Context: an optimization exercise on an open-source flow, tuned for small area, a short achievable clock period and few clock cycles per item. The choices shown serve that exercise and are no tape-out recipe. In this exercise RTL edits were held to simulation tests only and were not proved equivalent to the original.

==> inputs of run a <==
==> flow/design.v (excerpt) <==
module tilt_orientation_qualifier_core
(
    input  logic                   clk,
    input  logic                   rst_n,
    input  logic                   s_tvalid,
    output logic                   s_tready,
    input  logic [IN_TDATA_W-1:0]  s_tdata,    
    input  logic                   s_tuser,    
    output logic                   m_tvalid,
    input  logic                   m_tready,
    output logic [OUT_TDATA_W-1:0] m_tdata,    
    output logic                   m_tuser,    
    input  logic                   psel,
    input  logic                   penable,
    input  logic                   pwrite,
    input  logic [3:0]             paddr,
    input  logic [31:0]            pwdata,
    output logic [31:0]            prdata,
    output logic                   pready
);
Settings: LEC_CHECK=0, CAP_MARGIN=20, CORE_MARGIN=2, CORE_UTILIZATION=40, SLEW_MARGIN=20; clock period 10.5 ns.
standard.sh (not shown) runs the stock make flow with config.mk's settings and CLKGATE_MAP_FILE= SYNTH_SCRIPT=/design/flow/synth_recipe.tcl, a recipe that flattens the netlist after the stock synthesis.
==> flow/flow/run.sh <==
#!/bin/bash
# Standard layout, with timing repair aimed 7 ns below the clock period.
set -euo pipefail
bash standard.sh SETUP_SLACK_MARGIN=7 finish > standard_flow.log 2>&1
==> run b: changes against run a <==
--- a/flow/design.v
+++ b/flow/design.v
@@ -2,15 +2,15 @@
     localparam int SAMPLE_WIDTH = 16;
     localparam int TIME_W       = 32;
     localparam int PROD_W       = SAMPLE_WIDTH + 10;
     localparam int IN_TDATA_W   = ((TIME_W + 2 * SAMPLE_WIDTH + 7) / 8) * 8;
     localparam int IN_PAD_W     = IN_TDATA_W - TIME_W - 2 * SAMPLE_WIDTH;
     localparam int OUT_TDATA_W  = 8;
     localparam int MT_W         = 27;
-    localparam int MT_NG        = 1 + (MT_W - 1 - 8) / 2;
+    localparam int MT_NG        = (MT_W - 1 + 3) / 4;
     localparam logic [1:0] REG_TILT_THRESHOLD = 2'd0;
     localparam logic [1:0] REG_AXIS_MARGIN    = 2'd1;
     localparam logic [1:0] REG_POLL_INTERVAL  = 2'd2;
     localparam logic [1:0] REG_STABLE_TIME    = 2'd3;
     localparam logic [14:0] TILT_THRESHOLD_RST = 15'd4096;
     localparam logic [9:0]  AXIS_MARGIN_RST    = 10'd320;
     localparam logic [15:0] POLL_INTERVAL_RST  = 16'd100;
@@ -95,16 +95,16 @@
 );
     localparam int W = MT_W;
     logic [W-1:0] r [13];
     logic [W-1:0] a0, a1, a2, a3, a4, a5, a6, a7;
     logic [W-1:0] b0, b1, b2, b3, b4, b5;
     logic [W-1:0] e0, e1, e2, e3;
     logic [W-1:0] g0, g1, h0, h1;
-    logic [W-2:0] bg;
-    logic [W-2:0] bp;
+    logic [4*MT_NG-1:0] bg;
+    logic [4*MT_NG-1:0] bp;
     always_comb
     begin
         for (int i = 0; i < 10; i++)
             r[i] = W'({15{m[i]}} & pu) << i;
         r[10] = ps ? W'(m) : '0;
         r[11] = {{(W-23){1'b1}}, ~qu, 8'd0};
         r[12] = W'({!qs, 8'd0});
@@ -116,22 +116,22 @@
     tlt_csa #(W) c4 (a0, a1, a2, b0, b1);
     tlt_csa #(W) c5 (a3, a4, a5, b2, b3);
     tlt_csa #(W) c6 (a6, a7, r[12], b4, b5);
     tlt_csa #(W) c7 (b0, b1, b2, e0, e1);
     tlt_csa #(W) c8 (b3, b4, b5, e2, e3);
     tlt_csa #(W) c9 (e0, e1, e2, g0, g1);
     tlt_csa #(W) c10 (g0, g1, e3, h0, h1);
-    assign bg = h0[W-2:0] & h1[W-2:0];
-    assign bp = h0[W-2:0] | h1[W-2:0];
-    tlt_carry #(8) u_low (.a(h0[7:0]), .b(h1[7:0]), .ci(1'b0), .co(grp_g[0]));
-    assign grp_p[0] = 1'b0;
-    for (genvar j = 1; j < MT_NG; j++)
+    assign bg = {h0[W-2:0] & h1[W-2:0], {(4*MT_NG-W+1){1'b0}}};
+    assign bp = {h0[W-2:0] | h1[W-2:0], {(4*MT_NG-W+1){1'b0}}};
+    for (genvar j = 0; j < MT_NG; j++)
     begin : g_grp
-        assign grp_g[j] = bg[2*j+7] | (bp[2*j+7] & bg[2*j+6]);
-        assign grp_p[j] = bp[2*j+7] & bp[2*j+6];
+        assign grp_g[j] = bg[4*j+3] | (bp[4*j+3] & bg[4*j+2])
+                        | (bp[4*j+3] & bp[4*j+2] & bg[4*j+1])
+                        | (bp[4*j+3] & bp[4*j+2] & bp[4*j+1] & bg[4*j]);
+        assign grp_p[j] = &bp[4*j +: 4];
     end
     assign top_x = h0[W-1] ^ h1[W-1];
 endmodule
 module tlt_margin_sign
 (
     input  logic [MT_NG-1:0] grp_g,
     input  logic [MT_NG-1:0] grp_p,
@@ -143,83 +143,75 @@
     assign flag = top_x ^ c_top;
 endmodule
 module tlt_classify_prep
 (
     input  logic signed [SAMPLE_WIDTH-1:0] accel_x,
     input  logic signed [SAMPLE_WIDTH-1:0] accel_y,
     input  logic                           big_m,      
-    output logic [SAMPLE_WIDTH-2:0]        fu,
-    output logic                           fs,
-    output logic [SAMPLE_WIDTH-2:0]        su,
-    output logic                           ss,
+    output logic [SAMPLE_WIDTH-2:0]        pu,
+    output logic                           ps,
+    output logic [SAMPLE_WIDTH-2:0]        qu,
+    output logic                           qs,
+    output logic                           sx,
+    output logic                           sy,
     output logic                           y_big,      
     output logic                           both_zero
 );
     logic [SAMPLE_WIDTH-2:0] ux;
     logic [SAMPLE_WIDTH-2:0] uy;
-    logic                    sx;
-    logic                    sy;
+    logic                    p_is_x;
     assign sx = accel_x[SAMPLE_WIDTH-1];
     assign sy = accel_y[SAMPLE_WIDTH-1];
     assign ux = accel_x[SAMPLE_WIDTH-2:0] ^ {(SAMPLE_WIDTH-1){sx}};
     assign uy = accel_y[SAMPLE_WIDTH-2:0] ^ {(SAMPLE_WIDTH-1){sy}};
     tlt_carry #(SAMPLE_WIDTH-1) u_cmp (.a(uy), .b(~ux), .ci(sy | !sx), .co(y_big));
     assign both_zero = (accel_x == '0) && (accel_y == '0);
-    assign fu = big_m ? ux : uy;
-    assign fs = big_m ? sx : sy;
-    assign su = big_m ? uy : ux;
-    assign ss = big_m ? sy : sx;
+    assign p_is_x = (big_m == y_big);
+    assign pu = p_is_x ? ux : uy;
+    assign ps = p_is_x ? sx : sy;
+    assign qu = p_is_x ? uy : ux;
+    assign qs = p_is_x ? sy : sx;
 endmodule
 module tlt_classify
 (
-    input  logic [SAMPLE_WIDTH-2:0] fu,
-    input  logic                    fs,
-    input  logic [SAMPLE_WIDTH-2:0] su,
-    input  logic                    ss,
+    input  logic [SAMPLE_WIDTH-2:0] pu,
+    input  logic                    ps,
+    input  logic [SAMPLE_WIDTH-2:0] qu,
+    input  logic                    qs,
+    input  logic                    sx,
+    input  logic                    sy,
     input  logic                    y_big,
     input  logic                    both_zero,
     input  tlt_pkg::tlt_cfg_t       cfg,
     output logic [MT_NG-1:0]        grp_g,
     output logic [MT_NG-1:0]        grp_p,
     output logic                    top_x,
     output tlt_pkg::tlt_class_t     cls0,      
     output tlt_pkg::tlt_class_t     cls1       
 );
     logic                    big_m;
-    logic                    sx;
-    logic                    sy;
-    logic [SAMPLE_WIDTH-2:0] pu;
-    logic                    ps;
-    logic [SAMPLE_WIDTH-2:0] qu;
-    logic                    qs;
     logic [SAMPLE_WIDTH-2:0] lu;
     logic                    ls;
     logic [SAMPLE_WIDTH-1:0] lv;
     logic                    not_below;
     logic [1:0]              quad_x;
     logic [1:0]              quad_y;
     assign big_m = |cfg.axis_margin_q8[9:8];
-    assign sx = big_m ? fs : ss;
-    assign sy = big_m ? ss : fs;
-    assign pu = y_big ? fu : su;
-    assign ps = y_big ? fs : ss;
-    assign qu = y_big ? su : fu;
-    assign qs = y_big ? ss : fs;
     tlt_margin_tree u_mt (
         .pu    (pu),
         .ps    (ps),
         .qu    (qu),
         .qs    (qs),
         .m     (cfg.axis_margin_q8),
         .grp_g (grp_g),
         .grp_p (grp_p),
         .top_x (top_x)
     );
-    assign lu = (y_big ^ big_m) ? fu : su;
-    assign ls = (y_big ^ big_m) ? fs : ss;
+    assign lu = big_m ? qu : pu;
+    assign ls = big_m ? qs : ps;
     tlt_inc #(SAMPLE_WIDTH-1) u_inc (.a(lu), .ci(ls), .y(lv));
     tlt_carry #(SAMPLE_WIDTH) u_thr (.a(lv), .b(~{1'b0, cfg.tilt_level}), .ci(1'b1), .co(not_below));
     assign quad_y = sy ? 2'd1 : 2'd3;
     assign quad_x = sx ? 2'd2 : 2'd0;
     always_comb
     begin
         cls0.ambiguous = !not_below || big_m || both_zero;
@@ -265,55 +257,42 @@
     assign hi_zero = &z;
     assign ok = !hi_zero || ok_lo;
 endmodule
 module tlt_qualify
 (
     input  logic              clk,
     input  logic              rst_n,
-    input  logic              fire,         
-    input  logic [TIME_W-1:0] now_ms,       
-    input  logic              fire_q,       
-    input  logic              sample_ok,    
-    input  tlt_pkg::tlt_class_t        cls,          
+    input  logic              fire,
+    input  logic [TIME_W-1:0] now_ms,
+    input  logic              sample_ok,
+    input  tlt_pkg::tlt_class_t        cls,
     input  tlt_pkg::tlt_cfg_t          cfg,
-    output tlt_pkg::tlt_result_t       res           
+    output tlt_pkg::tlt_result_t       res
 );
     logic [1:0]        committed_reg;
     logic [1:0]        committed_next;
     logic [1:0]        pending_reg;
     logic [1:0]        pending_next;
     logic [TIME_W-1:0] start_reg;
     logic [TIME_W-1:0] last_reg;
-    logic              take_reg;
     logic              poll_ok;
     logic              hold_ok;
     logic              take;
     logic              set_start;
     logic              changed;
-    tlt_since u_poll (.now(now_ms), .since(last_reg), .lim(cfg.poll_interval_ms), .ok(poll_ok));
+    tlt_since u_poll (.now(now_ms), .since(last_reg),  .lim(cfg.poll_interval_ms), .ok(poll_ok));
+    tlt_since u_hold (.now(now_ms), .since(start_reg), .lim(cfg.hold_ms),          .ok(hold_ok));
     assign take = fire && poll_ok;
-    always_ff @(posedge clk or negedge rst_n)
-    begin
-        if (!rst_n)
-            last_reg <= '0;
-        else if (take)
-            last_reg <= now_ms;
-    end
-    always_ff @(posedge clk)
-    begin
-        take_reg <= take;
-    end
-    tlt_since u_hold (.now(last_reg), .since(start_reg), .lim(cfg.hold_ms), .ok(hold_ok));
     always_comb
     begin
         committed_next = committed_reg;
         pending_next   = pending_reg;
         set_start      = 1'b0;
         changed        = 1'b0;
-        if (fire_q && take_reg && sample_ok)
+        if (take && sample_ok)
         begin
             if (cls.ambiguous || (cls.quadrant == committed_reg))
             begin
                 pending_next = committed_reg;
             end
             else if (cls.quadrant != pending_reg)
             begin
@@ -341,17 +320,24 @@
             committed_reg <= committed_next;
             pending_reg   <= pending_next;
         end
     end
     always_ff @(posedge clk or negedge rst_n)
     begin
         if (!rst_n)
+            last_reg <= '0;
+        else if (take)
+            last_reg <= now_ms;
+    end
+    always_ff @(posedge clk or negedge rst_n)
+    begin
+        if (!rst_n)
             start_reg <= '0;
         else if (set_start)
-            start_reg <= last_reg;
+            start_reg <= now_ms;
     end
 endmodule
 import tlt_pkg::*;
 module tilt_orientation_qualifier_core
 (
     input  logic                   clk,
     input  logic                   rst_n,
@@ -373,21 +359,24 @@
 );
     localparam int QD = 4;    
     tlt_pkg::tlt_cfg_t cfg_reg;
     logic [15:0]       rd_reg;
     logic                    v0_reg;
     logic [TIME_W-1:0]       now0_reg;
     logic                    ok0_reg;
-    logic [SAMPLE_WIDTH-2:0] fu0_reg;
-    logic                    fs0_reg;
-    logic [SAMPLE_WIDTH-2:0] su0_reg;
-    logic                    ss0_reg;
+    logic [SAMPLE_WIDTH-2:0] pu0_reg;
+    logic                    ps0_reg;
+    logic [SAMPLE_WIDTH-2:0] qu0_reg;
+    logic                    qs0_reg;
+    logic                    sx0_reg;
+    logic                    sy0_reg;
     logic                    ybig0_reg;
     logic                    zero0_reg;
     logic                    v1_reg;
+    logic [TIME_W-1:0]       now1_reg;
     logic                    ok1_reg;
     logic [MT_NG-1:0]        grp_g1_reg;
     logic [MT_NG-1:0]        grp_p1_reg;
     logic                    top_x1_reg;
     tlt_pkg::tlt_class_t     cls0_1_reg;
     tlt_pkg::tlt_class_t     cls1_1_reg;
     logic [QD-1:0]           qv_reg;
@@ -398,18 +387,20 @@
     logic [3*QD-1:0]         qd_sh;
     logic [QD-1:0]           q_put;
     logic [2:0]              cnt_reg;
     logic                    rdy_reg;
     logic                    accept;
     logic                    pop;
     logic                    cfg_wr;
-    logic [SAMPLE_WIDTH-2:0] fu;
-    logic                    fs;
-    logic [SAMPLE_WIDTH-2:0] su;
-    logic                    ss;
+    logic [SAMPLE_WIDTH-2:0] pu;
+    logic                    ps;
+    logic [SAMPLE_WIDTH-2:0] qu;
+    logic                    qs;
+    logic                    sx;
+    logic                    sy;
     logic                    y_big;
     logic                    both_zero;
     logic [MT_NG-1:0]        grp_g;
     logic [MT_NG-1:0]        grp_p;
     logic                    top_x;
     tlt_pkg::tlt_class_t     cls0;
     tlt_pkg::tlt_class_t     cls1;
@@ -450,18 +441,20 @@
     assign prdata = {16'd0, rd_reg};
     assign s_tready = rdy_reg;
     assign accept   = s_tvalid && rdy_reg;
     tlt_classify_prep u_prep (
         .accel_x (s_tdata[TIME_W +: SAMPLE_WIDTH]),
         .accel_y (s_tdata[TIME_W + SAMPLE_WIDTH +: SAMPLE_WIDTH]),
         .big_m     (|cfg_reg.axis_margin_q8[9:8]),
-        .fu        (fu),
-        .fs        (fs),
-        .su        (su),
-        .ss        (ss),
+        .pu        (pu),
+        .ps        (ps),
+        .qu        (qu),
+        .qs        (qs),
+        .sx        (sx),
+        .sy        (sy),
         .y_big     (y_big),
         .both_zero (both_zero)
     );
     always_ff @(posedge clk or negedge rst_n)
     begin
         if (!rst_n)
         begin
@@ -474,37 +467,42 @@
             v1_reg <= v0_reg;
         end
     end
     always_ff @(posedge clk)
     begin
         now0_reg <= s_tdata[TIME_W-1:0];
         ok0_reg  <= s_tuser;
-        fu0_reg   <= fu;
-        fs0_reg   <= fs;
-        su0_reg   <= su;
-        ss0_reg   <= ss;
+        pu0_reg   <= pu;
+        ps0_reg   <= ps;
+        qu0_reg   <= qu;
+        qs0_reg   <= qs;
+        sx0_reg   <= sx;
+        sy0_reg   <= sy;
         ybig0_reg <= y_big;
         zero0_reg <= both_zero;
     end
     tlt_classify u_classify (
-        .fu        (fu0_reg),
-        .fs        (fs0_reg),
-        .su        (su0_reg),
-        .ss        (ss0_reg),
+        .pu        (pu0_reg),
+        .ps        (ps0_reg),
+        .qu        (qu0_reg),
+        .qs        (qs0_reg),
+        .sx        (sx0_reg),
+        .sy        (sy0_reg),
         .y_big     (ybig0_reg),
         .both_zero (zero0_reg),
         .cfg       (cfg_reg),
         .grp_g     (grp_g),
         .grp_p     (grp_p),
         .top_x     (top_x),
         .cls0      (cls0),
         .cls1      (cls1)
     );
     always_ff @(posedge clk)
     begin
+        now1_reg <= now0_reg;
         ok1_reg  <= ok0_reg;
         grp_g1_reg <= grp_g;
         grp_p1_reg <= grp_p;
         top_x1_reg <= top_x;
         cls0_1_reg <= cls0;
         cls1_1_reg <= cls1;
     end
@@ -514,17 +512,16 @@
         .top_x (top_x1_reg),
         .flag  (flag)
     );
     assign cls = flag ? cls1_1_reg : cls0_1_reg;
     tlt_qualify u_qualify (
         .clk       (clk),
         .rst_n     (rst_n),
-        .fire      (v0_reg),
-        .now_ms    (now0_reg),
-        .fire_q    (v1_reg),
+        .fire      (v1_reg),
+        .now_ms    (now1_reg),
         .sample_ok (ok1_reg),
         .cls       (cls),
         .cfg       (cfg_reg),
         .res       (res)
     );
     assign pop = qv_reg[0] && m_tready;
     always_comb
==> flow/run.sh (new file) <==
#!/bin/bash
# synth_recipe.tcl (not shown) runs the flow's synth.tcl, then flattens the netlist and writes it again
# the make line also repeats each setting of config.mk as NAME=value (left out here)
make -C /OpenROAD-flow-scripts/flow DESIGN_CONFIG=/design/flow/config.mk WORK_HOME=/design/flow/orfs CLKGATE_MAP_FILE= SYNTH_SCRIPT=/design/flow/synth_recipe.tcl finish
removed: flow/flow/run.sh
removed: flow/standard.sh
==> run c: changes against run a <==
--- a/flow/design.v
+++ b/flow/design.v
@@ -143,83 +143,81 @@
     assign flag = top_x ^ c_top;
 endmodule
 module tlt_classify_prep
 (
     input  logic signed [SAMPLE_WIDTH-1:0] accel_x,
     input  logic signed [SAMPLE_WIDTH-1:0] accel_y,
     input  logic                           big_m,      
-    output logic [SAMPLE_WIDTH-2:0]        fu,
-    output logic                           fs,
-    output logic [SAMPLE_WIDTH-2:0]        su,
-    output logic                           ss,
+    output logic [SAMPLE_WIDTH-2:0]        pu,
+    output logic                           ps,
+    output logic [SAMPLE_WIDTH-2:0]        qu,
+    output logic                           qs,
+    output logic                           sx,
+    output logic                           sy,
     output logic                           y_big,      
     output logic                           both_zero
 );
     logic [SAMPLE_WIDTH-2:0] ux;
     logic [SAMPLE_WIDTH-2:0] uy;
-    logic                    sx;
-    logic                    sy;
+    logic [SAMPLE_WIDTH-2:0] fu;
+    logic                    fs;
+    logic [SAMPLE_WIDTH-2:0] su;
+    logic                    ss;
     assign sx = accel_x[SAMPLE_WIDTH-1];
     assign sy = accel_y[SAMPLE_WIDTH-1];
     assign ux = accel_x[SAMPLE_WIDTH-2:0] ^ {(SAMPLE_WIDTH-1){sx}};
     assign uy = accel_y[SAMPLE_WIDTH-2:0] ^ {(SAMPLE_WIDTH-1){sy}};
     tlt_carry #(SAMPLE_WIDTH-1) u_cmp (.a(uy), .b(~ux), .ci(sy | !sx), .co(y_big));
     assign both_zero = (accel_x == '0) && (accel_y == '0);
     assign fu = big_m ? ux : uy;
     assign fs = big_m ? sx : sy;
     assign su = big_m ? uy : ux;
     assign ss = big_m ? sy : sx;
+    assign pu = y_big ? fu : su;
+    assign ps = y_big ? fs : ss;
+    assign qu = y_big ? su : fu;
+    assign qs = y_big ? ss : fs;
 endmodule
 module tlt_classify
 (
-    input  logic [SAMPLE_WIDTH-2:0] fu,
-    input  logic                    fs,
-    input  logic [SAMPLE_WIDTH-2:0] su,
-    input  logic                    ss,
+    input  logic [SAMPLE_WIDTH-2:0] pu,
+    input  logic                    ps,
+    input  logic [SAMPLE_WIDTH-2:0] qu,
+    input  logic                    qs,
+    input  logic                    sx,
+    input  logic                    sy,
     input  logic                    y_big,
     input  logic                    both_zero,
     input  tlt_pkg::tlt_cfg_t       cfg,
     output logic [MT_NG-1:0]        grp_g,
     output logic [MT_NG-1:0]        grp_p,
     output logic                    top_x,
     output tlt_pkg::tlt_class_t     cls0,      
     output tlt_pkg::tlt_class_t     cls1       
 );
     logic                    big_m;
-    logic                    sx;
-    logic                    sy;
-    logic [SAMPLE_WIDTH-2:0] pu;
-    logic                    ps;
-    logic [SAMPLE_WIDTH-2:0] qu;
-    logic                    qs;
     logic [SAMPLE_WIDTH-2:0] lu;
     logic                    ls;
     logic [SAMPLE_WIDTH-1:0] lv;
     logic                    not_below;
     logic [1:0]              quad_x;
     logic [1:0]              quad_y;
     assign big_m = |cfg.axis_margin_q8[9:8];
-    assign sx = big_m ? fs : ss;
-    assign sy = big_m ? ss : fs;
-    assign pu = y_big ? fu : su;
-    assign ps = y_big ? fs : ss;
-    assign qu = y_big ? su : fu;
-    assign qs = y_big ? ss : fs;
     tlt_margin_tree u_mt (
         .pu    (pu),
         .ps    (ps),
         .qu    (qu),
         .qs    (qs),
         .m     (cfg.axis_margin_q8),
         .grp_g (grp_g),
         .grp_p (grp_p),
         .top_x (top_x)
     );
-    assign lu = (y_big ^ big_m) ? fu : su;
-    assign ls = (y_big ^ big_m) ? fs : ss;
+    assign lu = big_m ? qu : pu;
+    assign ls = big_m ? qs : ps;
     tlt_inc #(SAMPLE_WIDTH-1) u_inc (.a(lu), .ci(ls), .y(lv));
     tlt_carry #(SAMPLE_WIDTH) u_thr (.a(lv), .b(~{1'b0, cfg.tilt_level}), .ci(1'b1), .co(not_below));
     assign quad_y = sy ? 2'd1 : 2'd3;
     assign quad_x = sx ? 2'd2 : 2'd0;
     always_comb
     begin
         cls0.ambiguous = !not_below || big_m || both_zero;
@@ -373,18 +371,20 @@
 );
     localparam int QD = 4;    
     tlt_pkg::tlt_cfg_t cfg_reg;
     logic [15:0]       rd_reg;
     logic                    v0_reg;
     logic [TIME_W-1:0]       now0_reg;
     logic                    ok0_reg;
-    logic [SAMPLE_WIDTH-2:0] fu0_reg;
-    logic                    fs0_reg;
-    logic [SAMPLE_WIDTH-2:0] su0_reg;
-    logic                    ss0_reg;
+    logic [SAMPLE_WIDTH-2:0] pu0_reg;
+    logic                    ps0_reg;
+    logic [SAMPLE_WIDTH-2:0] qu0_reg;
+    logic                    qs0_reg;
+    logic                    sx0_reg;
+    logic                    sy0_reg;
     logic                    ybig0_reg;
     logic                    zero0_reg;
     logic                    v1_reg;
     logic                    ok1_reg;
     logic [MT_NG-1:0]        grp_g1_reg;
     logic [MT_NG-1:0]        grp_p1_reg;
     logic                    top_x1_reg;
@@ -398,18 +398,20 @@
     logic [3*QD-1:0]         qd_sh;
     logic [QD-1:0]           q_put;
     logic [2:0]              cnt_reg;
     logic                    rdy_reg;
     logic                    accept;
     logic                    pop;
     logic                    cfg_wr;
-    logic [SAMPLE_WIDTH-2:0] fu;
-    logic                    fs;
-    logic [SAMPLE_WIDTH-2:0] su;
-    logic                    ss;
+    logic [SAMPLE_WIDTH-2:0] pu;
+    logic                    ps;
+    logic [SAMPLE_WIDTH-2:0] qu;
+    logic                    qs;
+    logic                    sx;
+    logic                    sy;
     logic                    y_big;
     logic                    both_zero;
     logic [MT_NG-1:0]        grp_g;
     logic [MT_NG-1:0]        grp_p;
     logic                    top_x;
     tlt_pkg::tlt_class_t     cls0;
     tlt_pkg::tlt_class_t     cls1;
@@ -450,18 +452,20 @@
     assign prdata = {16'd0, rd_reg};
     assign s_tready = rdy_reg;
     assign accept   = s_tvalid && rdy_reg;
     tlt_classify_prep u_prep (
         .accel_x (s_tdata[TIME_W +: SAMPLE_WIDTH]),
         .accel_y (s_tdata[TIME_W + SAMPLE_WIDTH +: SAMPLE_WIDTH]),
         .big_m     (|cfg_reg.axis_margin_q8[9:8]),
-        .fu        (fu),
-        .fs        (fs),
-        .su        (su),
-        .ss        (ss),
+        .pu        (pu),
+        .ps        (ps),
+        .qu        (qu),
+        .qs        (qs),
+        .sx        (sx),
+        .sy        (sy),
         .y_big     (y_big),
         .both_zero (both_zero)
     );
     always_ff @(posedge clk or negedge rst_n)
     begin
         if (!rst_n)
         begin
@@ -474,26 +478,30 @@
             v1_reg <= v0_reg;
         end
     end
     always_ff @(posedge clk)
     begin
         now0_reg <= s_tdata[TIME_W-1:0];
         ok0_reg  <= s_tuser;
-        fu0_reg   <= fu;
-        fs0_reg   <= fs;
-        su0_reg   <= su;
-        ss0_reg   <= ss;
+        pu0_reg   <= pu;
+        ps0_reg   <= ps;
+        qu0_reg   <= qu;
+        qs0_reg   <= qs;
+        sx0_reg   <= sx;
+        sy0_reg   <= sy;
         ybig0_reg <= y_big;
         zero0_reg <= both_zero;
     end
     tlt_classify u_classify (
-        .fu        (fu0_reg),
-        .fs        (fs0_reg),
-        .su        (su0_reg),
-        .ss        (ss0_reg),
+        .pu        (pu0_reg),
+        .ps        (ps0_reg),
+        .qu        (qu0_reg),
+        .qs        (qs0_reg),
+        .sx        (sx0_reg),
+        .sy        (sy0_reg),
         .y_big     (ybig0_reg),
         .both_zero (zero0_reg),
         .cfg       (cfg_reg),
         .grp_g     (grp_g),
         .grp_p     (grp_p),
         .top_x     (top_x),
         .cls0      (cls0),
==> flow/flow/run.sh (replaced) <==
#!/bin/bash
# Standard layout, with plain buf_1 port buffers and timing repair aimed 7 ns
# below the clock period.
set -euo pipefail
bash standard.sh SETUP_SLACK_MARGIN=7 'BUFFER_PORTS_ARGS=-buffer_cell sky130_fd_sc_hd__buf_1' finish > standard_flow.log 2>&1
==> flow_metrics.tcl <==
set metrics [dict create \
    grt_util_met2_pct 31.6 \
    relSlewSlack_pct 38.7 \
    synth_top_flop_cell "dfxtp_1" \
    drt-initial-drc-count 540 \
    setup_slack_ns 5.31 \
    cp_top_family "buffers and inverters" \
    synth_compound_area_share_pct 7.88 \
    dr.max_layer_used "met4" \
    ys_types 75 \
    grt_pass1_wl_um 71900 \
    grt_pass1_vias 13700 \
    multi_input_area_um2 11600 \
    clkCellAreaFrac_pct 5.08 \
    nFlopsAndLatches 283 \
    status "complete, no violations" \
    tightest_slew_ns 0.916 \
]
-- figures above: run b

==> flow_metrics.tcl <==
set metrics [dict create \
    nFlopsAndLatches 260 \
    synth_compound_area_share_pct 8.02 \
    ys_types 75 \
    grt_pass1_vias 15000 \
    status "complete, no violations" \
    clkCellAreaFrac_pct 4.53 \
    dr.max_layer_used "met5" \
    tightest_slew_ns 0.940 \
    grt_pass1_wl_um 81500 \
    synth_top_flop_cell "dfrtp_1" \
    cp_top_family "buffers and inverters" \
]
-- figures above: run c

==> flow_metrics.tcl <==
set metrics [dict create \
    synth_top_flop_cell "dfrtp_1" \
    nFlopsAndLatches 258 \
    cp_top_family "adder cells" \
    grt_util_met2_pct 31.9 \
    setup_slack_ns 6.09 \
    tightest_slew_ns 0.834 \
    wl_met3_um 2270 \
    dr.max_layer_used "met4" \
    grt_pass1_vias 14600 \
    status "complete, no violations" \
    drt-initial-drc-count 814 \
    multi_input_area_um2 12600 \
    grt_pass1_wl_um 78800 \
    synth_compound_area_share_pct 8.74 \
    relSlewSlack_pct 44.4 \
    ys_types 85 \
]
-- figures above: run a

Testbench counts of run a, summed over its fixed seeds: cycles 16,024, items 16,000.
Testbench counts of run b, summed over its fixed seeds: cycles 16,024, items 16,000.
Testbench counts of run c, summed over its fixed seeds: cycles 16,024, items 16,000.

[re-timing with driven ports]
In the flow no input, the clock included, has a driving cell. The finished layouts below were timed again as built, in two steps.
Step 1: set_driving_cell puts a clkbuf_16 on clk and a buf_2 on each other input, an assumption about the parent block.
Step 2 adds t to the input delays and takes it off the output delays; t is the mean of the earliest and latest rising clock arrival at the registers after step 1. Input paths then give back, and output paths get back, about the clock's delay inside the block.
Slacks: ideal ports / drivers / drivers and shift; pairs: ideal ports / drivers.
run	shift t [ns]	setup slack, ns	worst data-port slew with drivers (ns)	pins driven straight from the clock port
run a	0.643	6.094 / 6.094 / 6.094	0.08	1
run b	0.613	5.307 / 5.335 / 4.722	0.07	1
run c	0.628	6.426 / 6.424 / 5.796	0.09	1
After both steps every run listed still meets setup and hold. For run c, which loses most, drivers alone change the setup slack by -0.002 ns; drivers and shift together by -0.630 ns.
